This design comes from an exercise in tuning for small area and a short achievable clock period on the open sky130 flow, not from production work.
Function was checked by simulation only, so behaviour that the tests miss may differ from the original.
Power figures rest on the tool's default switching activity, not on a simulated workload.

// mul_simd_top
module mul_simd_top
(
   input  logic        clk,
   input  logic        rst_n,
   input  logic        in_valid,
   input  logic [1:0]  op,
   input  logic [31:0] a,
   input  logic [31:0] b,
   output logic        out_valid,
   output logic [63:0] result
);
clock: 9.5 ns
lec_check: 0
cap_margin: 20
core_margin: 2
core_utilization: 40
setup_slack_margin: 5
slew_margin: 20
run.sh (not shown) runs the stock make flow with config.mk's settings and CLKGATE_MAP_FILE= SYNTH_SCRIPT=/design/flow/synth_recipe.tcl, a recipe that flattens the netlist after the stock synthesis.
Change:
==> flow/flow/run.sh (new file) <==
#!/bin/bash
# Own layout flow: the standard synthesis unchanged, then the standard ORFS
# steps with a few resizer settings changed:
#  - port buffers are buf cells (the default pick is a slow delay buffer),
#  - the resizer may swap cells across footprints,
#  - repair_timing aims for extra setup slack (see knobs.sh).
# Each step's full output goes to a log file in this folder.
set -euo pipefail
cd "$(dirname "$0")/.."
source flow/knobs.sh
bash standard.sh synth > flow_synth.log 2>&1
bash standard.sh "${KNOBS[@]}" finish > flow_layout.log 2>&1
==> flow/flow/knobs.sh (new file) <==
KNOBS=(
  MATCH_CELL_FOOTPRINT=0
  "BUFFER_PORTS_ARGS=-buffer_cell sky130_fd_sc_hd__buf_2"
  SETUP_SLACK_MARGIN=6.5
)
==> flow/standard.sh (new file) <==
#!/bin/bash
# synth_recipe.tcl (not shown) runs the flow's synth.tcl, then flattens the netlist and writes it again
# the make line also repeats each setting of config.mk as NAME=value (left out here)
make -C /OpenROAD-flow-scripts/flow DESIGN_CONFIG=/design/flow/config.mk WORK_HOME=/design/flow/orfs CLKGATE_MAP_FILE= SYNTH_SCRIPT=/design/flow/synth_recipe.tcl "${@:-finish}"
SETUP_SLACK_MARGIN = default   (was 5)
removed: flow/run.sh
Result: Setup slack is better by 0.20 ns. Fmax increases by 4.3%. Total power increases by 21%. Non-clock buffer count increases by 133. Global-route usage increases by 2.1 points. Clock power increases by about 22%. Via count increases by 6.2%. Clock-buffer cell count decreases by 1.

* * *

== xenon ==
Another version of the RTL of mul_simd_top (not shown whole).
Size in the first run: ~2100 cells after synthesis, roughly 130 I/O pins.
// mul_simd_top
module mul_simd_top
(
   input  logic        clk,
   input  logic        rst_n,
   input  logic        in_valid,
   input  logic [1:0]  op,
   input  logic [31:0] a,
   input  logic [31:0] b,
   output logic        out_valid,
   output logic [63:0] result
);
==> flow/config.mk <==
export PLATFORM = sky130hd
export DESIGN_NAME = mul_simd_top
export DESIGN_NICKNAME = mul_simd_top
export VERILOG_FILES = /design/flow/design.v
export SDC_FILE = /design/flow/constraint.sdc
export NUM_CORES = 4
export LEC_CHECK = 0
export CAP_MARGIN = 20
export CORE_MARGIN = 2
export CORE_UTILIZATION = 60
export SLEW_MARGIN = 20
==> flow/constraint.sdc <==
create_clock -name core_clock -period 9.5 [get_ports {clk}]
set_input_delay 1.9000 -clock core_clock [delete_from_list [all_inputs] [get_ports {clk}]]
set_output_delay 1.9000 -clock core_clock [all_outputs]
set_load 0.01 [all_outputs]
standard.sh (not shown) runs the stock make flow with config.mk's settings and CLKGATE_MAP_FILE= SYNTH_SCRIPT=/design/flow/synth_recipe.tcl, a recipe that flattens the netlist after the stock synthesis.
==> flow/flow/run.sh <==
#!/bin/bash
# Own layout flow: the standard synthesis unchanged, then
#  - (if POLARITY=1) flow/polarity.py removes inverters between full-adder
#    cells of the synthesized netlist by choosing each adder's polarity
#    (registers, ports and the function are unchanged),
#  - the standard ORFS steps with a few resizer settings changed (knobs.sh):
#    port buffers are buf cells (the default pick is a slow delay buffer),
#    the resizer may swap cells across footprints, and repair_timing aims for
#    extra setup slack.
# Each step's full output goes to a log file in this folder.
set -euo pipefail
cd "$(dirname "$0")/.."
source flow/knobs.sh
R=orfs/results/sky130hd/mul_simd_top/base
bash standard.sh synth > flow_synth.log 2>&1
if [[ "${POLARITY:-0}" == 1 ]]; then
  cp $R/1_2_yosys.v flow_synth_netlist.v
  python3 flow/polarity.py $R/1_2_yosys.v > flow_polarity.log 2>&1
  rm -f $R/1_synth.odb $R/1_synth.sdc
fi
bash standard.sh "${KNOBS[@]}" finish > flow_layout.log 2>&1
==> flow/flow/knobs.sh <==
POLARITY=1
KNOBS=(
  MATCH_CELL_FOOTPRINT=0
  "BUFFER_PORTS_ARGS=-buffer_cell sky130_fd_sc_hd__buf_2"
  SETUP_SLACK_MARGIN=5
)
Other scripts of this flow, unchanged in this note and not shown: flow/flow/polarity.py
xenon was carried through to the last stage, and its layout satisfied the timing, design-rule and antenna checks.
#### Input delta (pepper over xenon)
==> flow/flow/knobs.sh <==
POLARITY=1
KNOBS=(
  MATCH_CELL_FOOTPRINT=0
  "BUFFER_PORTS_ARGS=-buffer_cell sky130_fd_sc_hd__buf_2"
  SETUP_SLACK_MARGIN=4.7
)
## What came out
Area: pepper vs xenon -> pepper smaller
Diff xenon -> pepper: met2 track demand over resource stayed essentially flat, setup slack lower.
Per the comparison of pepper with xenon, gate count after technology mapping saw little to no change; fraction of power consumed by combinational cells did not really move; switching part of the total power essentially unchanged.
On wire length of the first global-routing pass, pepper and xenon are basically level.
Re average size of a mapped cell: no difference whatsoever between pepper and xenon.
#### Input delta (nickel over pepper)
Settings: CORE_UTILIZATION now 40, was 60.
==> flow/flow/knobs.sh <==
POLARITY=1
KNOBS=(
  MATCH_CELL_FOOTPRINT=0
  "BUFFER_PORTS_ARGS=-buffer_cell sky130_fd_sc_hd__buf_2"
  SETUP_SLACK_MARGIN=5
)
Relative to pepper, cell area after layout has increased by 2.1% in nickel.
Register-to-register slack ends up higher on nickel.
Taking pepper as the reference, in nickel via-per-instance ratio moved down; share of final-layout standard cells stronger than drive strength 1 went up; total of fill cells in the finished design saw an increase.
For full die area, dividing the value from pepper by the value from nickel gives 0.67.
Looking only at sequential share of layout area, and setting everything else aside, the lower value of pepper and nickel goes to nickel.
Edits applied to the flow inputs when going from nickel to indigo:
Settings: a change of CORE_UTILIZATION from 40 to 60; an added CTS_BUF_LIST of sky130_fd_sc_hd__clkbuf_8 sky130_fd_sc_hd__clkbuf_16; an added CTS_CLUSTER_DIAMETER of 100; an added CTS_CLUSTER_SIZE of 30.
==> flow/flow/knobs.sh <==
POLARITY=1
KNOBS=(
  MATCH_CELL_FOOTPRINT=0
  "BUFFER_PORTS_ARGS=-buffer_cell sky130_fd_sc_hd__buf_2"
  SETUP_SLACK_MARGIN=5.2
)
Results
Looking only at first-pass GRT wire length, and setting everything else aside, the higher value of nickel and indigo goes to nickel.
nickel reports its first element of the critical path as bs0_r[21] while indigo reports bs0_r[18].
Cell with the largest stage delay on the worst path = dfxtp_4: indigo; cell with the largest stage delay on the worst path = dfxtp_1: nickel
[compare] base=nickel new=indigo: reported sequential group power held, number of DRC markers after the initial detailed-route iteration went up 55, final critical-path required period went down 130 ps.
Re share of the final layout cell area in sequential cells: nickel and indigo aren't equal, and the lower value belongs to nickel.

[re-timing with driven ports]
Ports are ideal in the flow. The routed layouts listed here were re-timed in OpenROAD.
Step 1, drivers: a clkbuf_16 drives clk and a buf_2 each remaining input, both assumed.
Step 2 adds t to the input delays and takes it off the output delays; t is the mean of the earliest and latest rising clock arrival at the registers after step 1. Input paths then give back, and output paths get back, about the clock's delay inside the block.
a / b / c = ideal / step 1 / step 2; a / b = the first two.
| run | t (ns) | setup WS [ns] | worst setup path at the end | slew at the worst register clock pin (ns) | worst slew at a driven data input, ns |
|---|---|---|---|---|---|
| the first run of note 1 | 0.623 | 4.595 / 4.539 / 4.750 | input to register | 0.06 / 0.06 | 0.07 |
| the second run of note 1 | 0.589 | 4.796 / 4.740 / 5.329 | register to output | 0.06 / 0.06 | 0.11 |
| xenon | 0.599 | 5.163 / 5.108 / 5.186 | register to register | 0.06 / 0.06 | 0.04 |
| pepper | 0.599 | 4.877 / 4.877 / 4.877 | register to register | 0.06 / 0.06 | 0.04 |
| nickel | 0.631 | 5.109 / 5.059 / 5.157 | register to register | 0.07 / 0.07 | 0.08 |
| indigo | 0.568 | 5.235 / 5.181 / 5.170 | input to register | 0.12 / 0.12 | 0.04 |
After both steps every run listed still meets setup and hold. The setup slack of indigo, which loses most, moves by -0.054 ns with the drivers and by -0.065 ns with both steps.
